This design comes from an exercise in tuning for small area and a short achievable clock period on the open sky130 flow, not from production work. In this exercise RTL edits were held to simulation tests only and were not proved equivalent to the original. No activity file was given, so power comes from the tool's default toggle rates.

`flow/design.v`:
```
package riscv_pkg;
    localparam int xlen = 32;
    typedef enum logic [6:0] {
        OPCODE_LOAD   = 7'b0000011,
        OPCODE_OP_IMM = 7'b0010011,
        OPCODE_STORE  = 7'b0100011,
        OPCODE_OP     = 7'b0110011,
        OPCODE_LUI    = 7'b0110111,
        OPCODE_BRANCH = 7'b1100011
    } opcode_t;
    localparam logic [2:0] F3_ADD  = 3'b000;
    localparam logic [2:0] F3_SLL  = 3'b001;
    localparam logic [2:0] F3_SLT  = 3'b010;
    localparam logic [2:0] F3_SLTU = 3'b011;
    localparam logic [2:0] F3_XOR  = 3'b100;
    localparam logic [2:0] F3_SR   = 3'b101;
    localparam logic [2:0] F3_OR   = 3'b110;
    localparam logic [2:0] F3_AND  = 3'b111;
    localparam logic [2:0] F3_BEQ  = 3'b000;
    localparam logic [2:0] F3_BNE  = 3'b001;
    localparam logic [2:0] F3_BLT  = 3'b100;
    localparam logic [2:0] F3_BGE  = 3'b101;
    localparam logic [2:0] F3_BLTU = 3'b110;
    localparam logic [2:0] F3_BGEU = 3'b111;
    typedef enum logic [3:0] {
        ALU_NONE = 4'd0,
        ALU_ADD  = 4'd1,
        ALU_SLL  = 4'd2,
        ALU_SLT  = 4'd3,
        ALU_SLTU = 4'd4,
        ALU_XOR  = 4'd5,
        ALU_SRL  = 4'd6,
        ALU_SRA  = 4'd7,
        ALU_OR   = 4'd8,
        ALU_AND  = 4'd9,
        ALU_LUI  = 4'd10
    } alu_sel_t;
    typedef enum logic [1:0] {
        BR_NONE = 2'd0,
        BR_ZERO = 2'd1,
        BR_ONE  = 2'd2
    } br_kind_t;
endpackage
`timescale 1ns/1ps
module regfile #(
    parameter int data_width = 32
) (
    input  logic                  clk,
    input  logic                  arst_n,
    input  logic [4:0]            rs1_addr,
    input  logic [4:0]            rs2_addr,
    input  logic [4:0]            wr_addr,
    input  logic                  wr_en,
    input  logic [data_width-1:0] wr_data,
    output logic [data_width-1:0] rs1_data,
    output logic [data_width-1:0] rs2_data
);
    logic [data_width-1:0] regs [1:31];
    always_ff @(posedge clk or negedge arst_n) begin
        if (!arst_n) begin
            for (int i = 1; i < 32; i++) begin
                regs[i] <= '0;
            end
        end else if (wr_en && (wr_addr != 5'd0)) begin
            regs[wr_addr] <= wr_data;
        end
    end
    assign rs1_data = (rs1_addr == 5'd0) ? '0 : regs[rs1_addr];
    assign rs2_data = (rs2_addr == 5'd0) ? '0 : regs[rs2_addr];
endmodule
`timescale 1ns/1ps
module decode_alu #(
    parameter int data_width = 32
) (
    input  logic [31:0]           inst,
    input  logic                  inst_valid,
    input  logic [data_width-1:0] rs1_data,
    input  logic [data_width-1:0] rs2_data,
    output logic                  req_valid,
    output logic [data_width-1:0] req_op1,
    output logic [data_width-1:0] req_op2,
    output riscv_pkg::alu_sel_t   req_alu_sel
);
    riscv_pkg::opcode_t opcode;
    logic [2:0]         funct3;
    logic [6:0]         funct7;
    logic [4:0]         shamt;
    logic [11:0]        imm12;
    logic [11:0]        split_imm12;
    logic [19:0]        lui_imm;
    logic [data_width-1:0] sext_imm;
    logic [data_width-1:0] sext_split_imm;
    assign opcode      = riscv_pkg::opcode_t'(inst[6:0]);
    assign funct3      = inst[14:12];
    assign funct7      = inst[31:25];
    assign shamt       = inst[24:20];
    assign imm12       = inst[31:20];
    assign split_imm12 = {inst[31:25], inst[11:7]};
    assign lui_imm     = inst[31:12];
    assign sext_imm       = {{(data_width-12){imm12[11]}}, imm12};
    assign sext_split_imm = {{(data_width-12){split_imm12[11]}}, split_imm12};
    assign req_valid = inst_valid;
    assign req_op1 = (opcode == riscv_pkg::OPCODE_LUI) ?
                     {{(data_width-20){1'b0}}, lui_imm} : rs1_data;
    always_comb begin
        case (opcode)
            riscv_pkg::OPCODE_OP: begin
                if (funct3 == riscv_pkg::F3_ADD && funct7[5]) begin
                    req_op2 = -rs2_data;
                end else begin
                    req_op2 = rs2_data;
                end
            end
            riscv_pkg::OPCODE_OP_IMM: begin
                if (funct3 == riscv_pkg::F3_SLL || funct3 == riscv_pkg::F3_SR) begin
                    req_op2 = {{(data_width-5){1'b0}}, shamt};
                end else begin
                    req_op2 = sext_imm;
                end
            end
            riscv_pkg::OPCODE_STORE: req_op2 = sext_split_imm;
            riscv_pkg::OPCODE_LOAD:  req_op2 = sext_imm;
            default:                 req_op2 = rs2_data;
        endcase
    end
    always_comb begin
        case (opcode)
            riscv_pkg::OPCODE_OP, riscv_pkg::OPCODE_OP_IMM: begin
                case (funct3)
                    riscv_pkg::F3_ADD:  req_alu_sel = riscv_pkg::ALU_ADD;
                    riscv_pkg::F3_SLL:  req_alu_sel = riscv_pkg::ALU_SLL;
                    riscv_pkg::F3_SLT:  req_alu_sel = riscv_pkg::ALU_SLT;
                    riscv_pkg::F3_SLTU: req_alu_sel = riscv_pkg::ALU_SLTU;
                    riscv_pkg::F3_XOR:  req_alu_sel = riscv_pkg::ALU_XOR;
                    riscv_pkg::F3_SR: begin
                        req_alu_sel = inst[30] ? riscv_pkg::ALU_SRA : riscv_pkg::ALU_SRL;
                    end
                    riscv_pkg::F3_OR:   req_alu_sel = riscv_pkg::ALU_OR;
                    default:            req_alu_sel = riscv_pkg::ALU_AND;
                endcase
            end
            riscv_pkg::OPCODE_LOAD, riscv_pkg::OPCODE_STORE: begin
                req_alu_sel = riscv_pkg::ALU_ADD;
            end
            riscv_pkg::OPCODE_LUI: req_alu_sel = riscv_pkg::ALU_LUI;
            riscv_pkg::OPCODE_BRANCH: begin
                case (funct3)
                    riscv_pkg::F3_BEQ, riscv_pkg::F3_BNE: begin
                        req_alu_sel = riscv_pkg::ALU_XOR;
                    end
                    riscv_pkg::F3_BLT, riscv_pkg::F3_BGE: begin
                        req_alu_sel = riscv_pkg::ALU_SLT;
                    end
                    riscv_pkg::F3_BLTU, riscv_pkg::F3_BGEU: begin
                        req_alu_sel = riscv_pkg::ALU_SLTU;
                    end
                    default: req_alu_sel = riscv_pkg::ALU_NONE;
                endcase
            end
            default: req_alu_sel = riscv_pkg::ALU_NONE;
        endcase
    end
endmodule
`timescale 1ns/1ps
module decode_ctrl (
    input  logic [31:0]         inst,
    output logic [4:0]          rd_addr,
    output logic                rd_we,
    output riscv_pkg::br_kind_t br_kind,
    output logic                br_invert
);
    riscv_pkg::opcode_t opcode;
    logic [2:0]         funct3;
    assign opcode  = riscv_pkg::opcode_t'(inst[6:0]);
    assign funct3  = inst[14:12];
    assign rd_addr = inst[11:7];
    always_comb begin
        case (opcode)
            riscv_pkg::OPCODE_OP,
            riscv_pkg::OPCODE_OP_IMM,
            riscv_pkg::OPCODE_LUI,
            riscv_pkg::OPCODE_LOAD: rd_we = 1'b1;
            default:                rd_we = 1'b0;
        endcase
    end
    always_comb begin
        br_kind   = riscv_pkg::BR_NONE;
        br_invert = 1'b0;
        if (opcode == riscv_pkg::OPCODE_BRANCH) begin
            case (funct3)
                riscv_pkg::F3_BEQ, riscv_pkg::F3_BNE: begin
                    br_kind = riscv_pkg::BR_ZERO;
                end
                riscv_pkg::F3_BLT, riscv_pkg::F3_BGE,
                riscv_pkg::F3_BLTU, riscv_pkg::F3_BGEU: begin
                    br_kind = riscv_pkg::BR_ONE;
                end
                default: br_kind = riscv_pkg::BR_NONE;
            endcase
            br_invert = (funct3 == riscv_pkg::F3_BNE) ||
                        (funct3 == riscv_pkg::F3_BGE) ||
                        (funct3 == riscv_pkg::F3_BGEU);
        end
    end
endmodule
`timescale 1ns/1ps
module alu_exec #(
    parameter int data_width = 32
) (
    input  logic                  clk,
    input  logic                  arst_n,
    input  logic                  req_valid,
    input  logic [data_width-1:0] req_op1,
    input  logic [data_width-1:0] req_op2,
    input  riscv_pkg::alu_sel_t   req_alu_sel,
    input  logic [4:0]            rd_addr,
    input  logic                  rd_we,
    input  riscv_pkg::br_kind_t   br_kind,
    input  logic                  br_invert,
    output logic [data_width-1:0] result,
    output logic [4:0]            result_rd,
    output logic                  result_valid,
    output logic                  branch_taken,
    output logic                  wr_en,
    output logic [4:0]            wr_addr,
    output logic [data_width-1:0] wr_data
);
    localparam int shamt_w = $clog2(data_width);
    logic [data_width-1:0] alu_out;
    logic [shamt_w-1:0]    shamt;
    logic                  taken;
    assign shamt = req_op2[shamt_w-1:0];
    always_comb begin
        alu_out = '0;
        case (req_alu_sel)
            riscv_pkg::ALU_ADD:  alu_out = req_op1 + req_op2;
            riscv_pkg::ALU_SLL:  alu_out = req_op1 << shamt;
            riscv_pkg::ALU_SLT:  alu_out[0] = $signed(req_op1) < $signed(req_op2);
            riscv_pkg::ALU_SLTU: alu_out[0] = req_op1 < req_op2;
            riscv_pkg::ALU_XOR:  alu_out = req_op1 ^ req_op2;
            riscv_pkg::ALU_SRL:  alu_out = req_op1 >> shamt;
            riscv_pkg::ALU_SRA:  alu_out = $unsigned($signed(req_op1) >>> shamt);
            riscv_pkg::ALU_OR:   alu_out = req_op1 | req_op2;
            riscv_pkg::ALU_AND:  alu_out = req_op1 & req_op2;
            riscv_pkg::ALU_LUI:  alu_out = req_op1 << 12;
            riscv_pkg::ALU_NONE: alu_out = '0;
            default:             alu_out = '0;
        endcase
    end
    always_comb begin
        case (br_kind)
            riscv_pkg::BR_ZERO: taken = (alu_out == '0) ^ br_invert;
            riscv_pkg::BR_ONE:  taken = (alu_out == data_width'(1)) ^ br_invert;
            default:            taken = 1'b0;
        endcase
    end
    assign wr_en   = req_valid && rd_we && (rd_addr != 5'd0);
    assign wr_addr = rd_addr;
    assign wr_data = alu_out;
    always_ff @(posedge clk or negedge arst_n) begin
        if (!arst_n) begin
            result       <= '0;
            result_rd    <= '0;
            result_valid <= 1'b0;
            branch_taken <= 1'b0;
        end else begin
            result_valid <= req_valid;
            if (req_valid) begin
                result       <= alu_out;
                result_rd    <= rd_addr;
                branch_taken <= taken;
            end
        end
    end
endmodule
`timescale 1ns/1ps
module exec_core #(
    parameter int data_width = riscv_pkg::xlen
) (
    input  logic                  clk,
    input  logic                  arst_n,
    input  logic [31:0]           inst,
    input  logic                  inst_valid,
    output logic [data_width-1:0] result,
    output logic [4:0]            result_rd,
    output logic                  result_valid,
    output logic                  branch_taken
);
    logic [data_width-1:0] rs1_data;
    logic [data_width-1:0] rs2_data;
    logic [4:0]            rd_addr;
    logic                  rd_we;
    riscv_pkg::br_kind_t   br_kind;
    logic                  br_invert;
    logic                  wr_en;
    logic [4:0]            wr_addr;
    logic [data_width-1:0] wr_data;
    logic                  alu_req_valid;
    logic [data_width-1:0] alu_req_op1;
    logic [data_width-1:0] alu_req_op2;
    riscv_pkg::alu_sel_t   alu_req_alu_sel;
    regfile #(.data_width(data_width)) regfile_inst (
        .clk      (clk),
        .arst_n   (arst_n),
        .rs1_addr (inst[19:15]),
        .rs2_addr (inst[24:20]),
        .wr_addr  (wr_addr),
        .wr_en    (wr_en),
        .wr_data  (wr_data),
        .rs1_data (rs1_data),
        .rs2_data (rs2_data)
    );
    decode_alu #(.data_width(data_width)) decode_alu_inst (
        .inst       (inst),
        .inst_valid (inst_valid),
        .rs1_data   (rs1_data),
        .rs2_data   (rs2_data),
        .req_valid   (alu_req_valid),
        .req_op1     (alu_req_op1),
        .req_op2     (alu_req_op2),
        .req_alu_sel (alu_req_alu_sel)
    );
    decode_ctrl decode_ctrl_inst (
        .inst      (inst),
        .rd_addr   (rd_addr),
        .rd_we     (rd_we),
        .br_kind   (br_kind),
        .br_invert (br_invert)
    );
    alu_exec #(.data_width(data_width)) alu_exec_inst (
        .clk          (clk),
        .arst_n       (arst_n),
        .req_valid    (alu_req_valid),
        .req_op1      (alu_req_op1),
        .req_op2      (alu_req_op2),
        .req_alu_sel  (alu_req_alu_sel),
        .rd_addr      (rd_addr),
        .rd_we        (rd_we),
        .br_kind      (br_kind),
        .br_invert    (br_invert),
        .result       (result),
        .result_rd    (result_rd),
        .result_valid (result_valid),
        .branch_taken (branch_taken),
        .wr_en        (wr_en),
        .wr_addr      (wr_addr),
        .wr_data      (wr_data)
    );
endmodule
```
`flow/run.sh`:
```
#!/bin/bash
# synth_recipe.tcl (not shown) runs the flow's synth.tcl, then flattens the netlist and writes it again
# the make line also repeats each setting of config.mk as NAME=value (left out here)
make -C /OpenROAD-flow-scripts/flow DESIGN_CONFIG=/design/flow/config.mk WORK_HOME=/design/flow/orfs CLKGATE_MAP_FILE= SYNTH_SCRIPT=/design/flow/synth_recipe.tcl finish
```
`flow/config.mk`:
```
export PLATFORM = sky130hd
export DESIGN_NAME = exec_core
export DESIGN_NICKNAME = exec_core
export VERILOG_FILES = /design/flow/design.v
export SDC_FILE = /design/flow/constraint.sdc
export NUM_CORES = 8
export LEC_CHECK = 0
export CAP_MARGIN = 20
export CORE_MARGIN = 2
export CORE_UTILIZATION = 40
export PLACE_DENSITY = 0.6
export SETUP_SLACK_MARGIN = 1.0
export SLEW_MARGIN = 20
```
`flow/constraint.sdc`:
```
create_clock -name core_clock -period 10.0 [get_ports {clk}]
set_input_delay 2.0000 -clock core_clock [delete_from_list [all_inputs] [get_ports {clk}]]
set_output_delay 2.0000 -clock core_clock [all_outputs]
set_load 0.01 [all_outputs]
```
==> notes.md <==
report_power, final:
| group | leakage [nW] | internal, mW | switching [mW] |
|---|---|---|---|
| clock | 1.97 | 2.65 | 1.98 |
| combinational | 16.9 | 0.373 | 0.857 |
| sequential | 14.3 | 4.26 | 0.100 |
| total | 33.2 | 7.28 | 2.93 |
timing repair:
action | 4_1_cts | 5_1_grt
cloned | 2 | 0
resized for setup | 80 | 53
pin swaps | 33 | 33
setup buffers | 25 | 7
setup endpoints to repair | 47 | 4
cell type report:
| cell class | count | area [sq um] |
|---|---|---|
| Clock inverter | 46 | 738.2 |
| Sequential cell | 1031 | 25800 |
| Clock buffer | 165 | 3314 |
| Tap cell | 2030 | 2540 |
| Multi-Input combinational cell | 5408 | 33520 |
| Inverter | 108 | 407.9 |
| Antenna cell | 32 | 80.08 |
| Timing Repair Buffer | 892 | 7775 |
| Fill cell | 14640 | 77900 |
cell families (layout without fill, tap and decap cells):
logic type	count (synthesis)	count (layout)	synth area share, %
other	0	32	0
multiplexers	256	256	4.525
XOR/XNOR	37	37	0.5291
adder cells (fa/ha/maj)	104	104	2.137
flip-flops	1031	1031	42.12
AO/OA/AOI/OAI	2393	2393	25.07
buffers and inverters	804	1211	5.313
AND/OR/NAND/NOR	2618	2618	20.30
metal layers:
| layer | GRT usage, % | vias to the layer above | share of wire (%) |
|---|---|---|---|
| li1 | - | 27290 | - |
| met1 | 61.06 | 33650 | 37 |
| met3 | 18.75 | 1885 | 14 |
| met2 | 67.12 | 6300 | 40 |
| met5 | 0.6158 | - | 0.14 |
| met4 | 32.64 | 32 | 8.7 |
stage by stage:
| stage | TNS [ps] | total power, mW | instances |
|---|---|---|---|
| after floorplan | 0 | 4.865 | 7243 |
| after detailed placement | -853.5 | 5.544 | 9432 |
| after global placement | -2136 | 5.541 | 9430 |
| after global routing | 0 | 10.39 | 9682 |
| after CTS | 0 | 10.12 | 9670 |
| final | 0 | 10.22 | 9712 |
sequential cells by signal, indices dropped and copies added (netlist names):
name                        flops
alu_exec_inst.result           32
alu_exec_inst.result_rd         5
regfile_inst.regs             992
alu_exec_inst.result_valid      1
alu_exec_inst.branch_taken      1
worst paths after layout:
| path | endpoint | from | depth (start not counted) |
|---|---|---|---|
| hold / removal | alu_exec_inst.result[0] | alu_exec_inst.result[0] | 1 |
| hold reg to reg | alu_exec_inst.result[0] | alu_exec_inst.result[0] | 1 |
| max in group asynchronous | alu_exec_inst.result_rd[1] | arst_n | 3 |
| setup reg to reg | alu_exec_inst.branch_taken | regfile_inst.regs[8][11] | 33 |
| setup / recovery | alu_exec_inst.branch_taken | inst[23] | 36 |
| min in group asynchronous | regfile_inst.regs[18][30] | arst_n | 1 |
cells in the final DEF (no fill, tap or decap), types with 153 or more instances in the layout:
cell,instances
nand2_1,479
buf_4,748
dfrtp_1,1031
a21oi_1,895
nand3_1,417
and3_1,180
o21ai_0,357
a22oi_1,429
nor2_1,904
nand4_1,153
==> reports/qor.yml <==
outcome:
  status: "no timing/DRC/antenna violations"
worst_setup_path:
  crit_fanout: 12
  cp-start-kind: "input pin"
  crit_type: "input pin to flip-flop"
  crit_family: "compound AO/OA/AOI/OAI gates"
  end_kind: "flip-flop"
  crit_required_ps: 10570
  critical_path_buf_inv_count: 12
  reg2reg_slack_ps: 2320
  worstPathArrival_ps: 9540
  slowest_stage: "a21oi_1"
  slowest_delay_ps: 630
  cpMostUsedCell: "buf_4"
placement:
  post_dp_cell_area_sq_um: 69110
  place.gp.congestion: 1.068
  port_buffers: 73
  hpwl_mm: 264.7
  dp_slack_ps: -610.0
yosys:
  synth_warnings: 5
  synthArstFlopShare_pct: 100.0
  yosysTopAreaCell: "dfrtp_1"
  synth_top_area_share_pct: 42.12
  yosys_most_used_dff: "dfrtp_1"
  ys_seq_area_share_pct: 42.12
  syn-cell-area_sq_um: 61250
  ys_ff_latch: 1031
  netlist-cell-type-count: 108
  yosys.cell_count.top_type: "dfrtp_1"
  syn_nets: 7382
  synth.area.top_cells: "dfrtp_1 (42%), a21oi_1 (7.5%), nor2_1 (5.9%)"
  synth_edf_count: 0
  syn_area_per_cell_sq_um: 8.456
  netlist_top_cells_count: "dfrtp_1 (1031), nor2_1 (970), a21oi_1 (912), clkbuf_1 (546), nand2_1 (482)"
  synthCells: 7243
global_route:
  grtUsageTotal_pct: 48.13
  grt_pass1_wl_mm: 529.0
  grt_max_degree: 164
  antenna_found_initial: 36
  grt_pass1_vias: 64170
  grt-ovfl-total: 0
timing:
  fin_ws_ps: 1024
  period_needed_ps: 8976
  finalCritPeriodShare_pct: 89.76
  fmax_ghz: 0.1114
  drv_slew: 0
  hold_ws_ps: 502.6
  tightest_slew_ps: 1311
  rsz0062_at_grt: "no"
  setup_violations: 0
  finalHoldViolCount: 0
  slew_headroom_pct: 12.36
  skew_ps: 114.9
clock_tree:
  cts_buffers: 114
  cts_tree: "done"
  clk_pin_slew_worst_paths_ps: 60
  insertion_delay_ps: 810
  clk_path_buf_depth: 3
  cts_root_buffer: "clkbuf_16"
  hold_buffers: 0
  htree_levels: 3
  clock-sinks: 1031
floorplan:
  design.core.area_sq_um: 152100
  die_area_sq_um: 156300
  die_height_um: 395.3
  ios: 74
  die_x_um: 395.3
  rows: 143
  initial_core_util_pct: 40.27
pwr:
  powerDensity_nw_per_um2: 137.7
  p_leak_nw: 33.21
  vdd_drop_max_uv: 152.1
routing:
  dr.pass1.iters: 9
  drc_errors: 0
  via_count: 69160
  wl_mm: 387.2
  drt_iter0_markers: 12330
  ant_nets: 0
  wl_per_cell_um: 39.87
  vias_per_cell: 7.121
final_layout:
  drive_gt1_share_pct: 18.58
  nNetsFinal: 7694
  design_area_sq_um: 74180
  area_growth_pct: 21.12
  final_core_util_pct: 48.78
hold_path:
  hp-class: "flip-flop to flip-flop"
flow_run:
  cap_violations: 0

==> what the ideal ports hide <==
The results above use ideal ports. As a check the final layout listed here was re-extracted and re-timed, cells and wires unchanged. Step 1 (the two cells are an assumption about what drives the block):
set clk [get_ports {clk}]
set_driving_cell -lib_cell sky130_fd_sc_hd__clkbuf_16 $clk
set_driving_cell -lib_cell sky130_fd_sc_hd__buf_2 [delete_from_list [all_inputs] $clk]
Step 2, shift: input delay + t, output delay - t, t = (earliest + latest rising clock arrival at the registers) / 2. This alone moves slack from input paths to output paths. Three values: ideal ports, drivers, drivers and shift; two values: the first two.
shift t [ns]: 0.836
setup WS [ns]: 1.024 / 1.086 / 0.251
worst setup path after step 2: input to register
clock arrival spread, ns: 0.115 / 0.115
pins driven straight from the clock port: 1
After both steps this run still meets setup and hold. For this run, drivers alone change the setup slack by +0.062 ns; drivers and shift together by -0.773 ns.
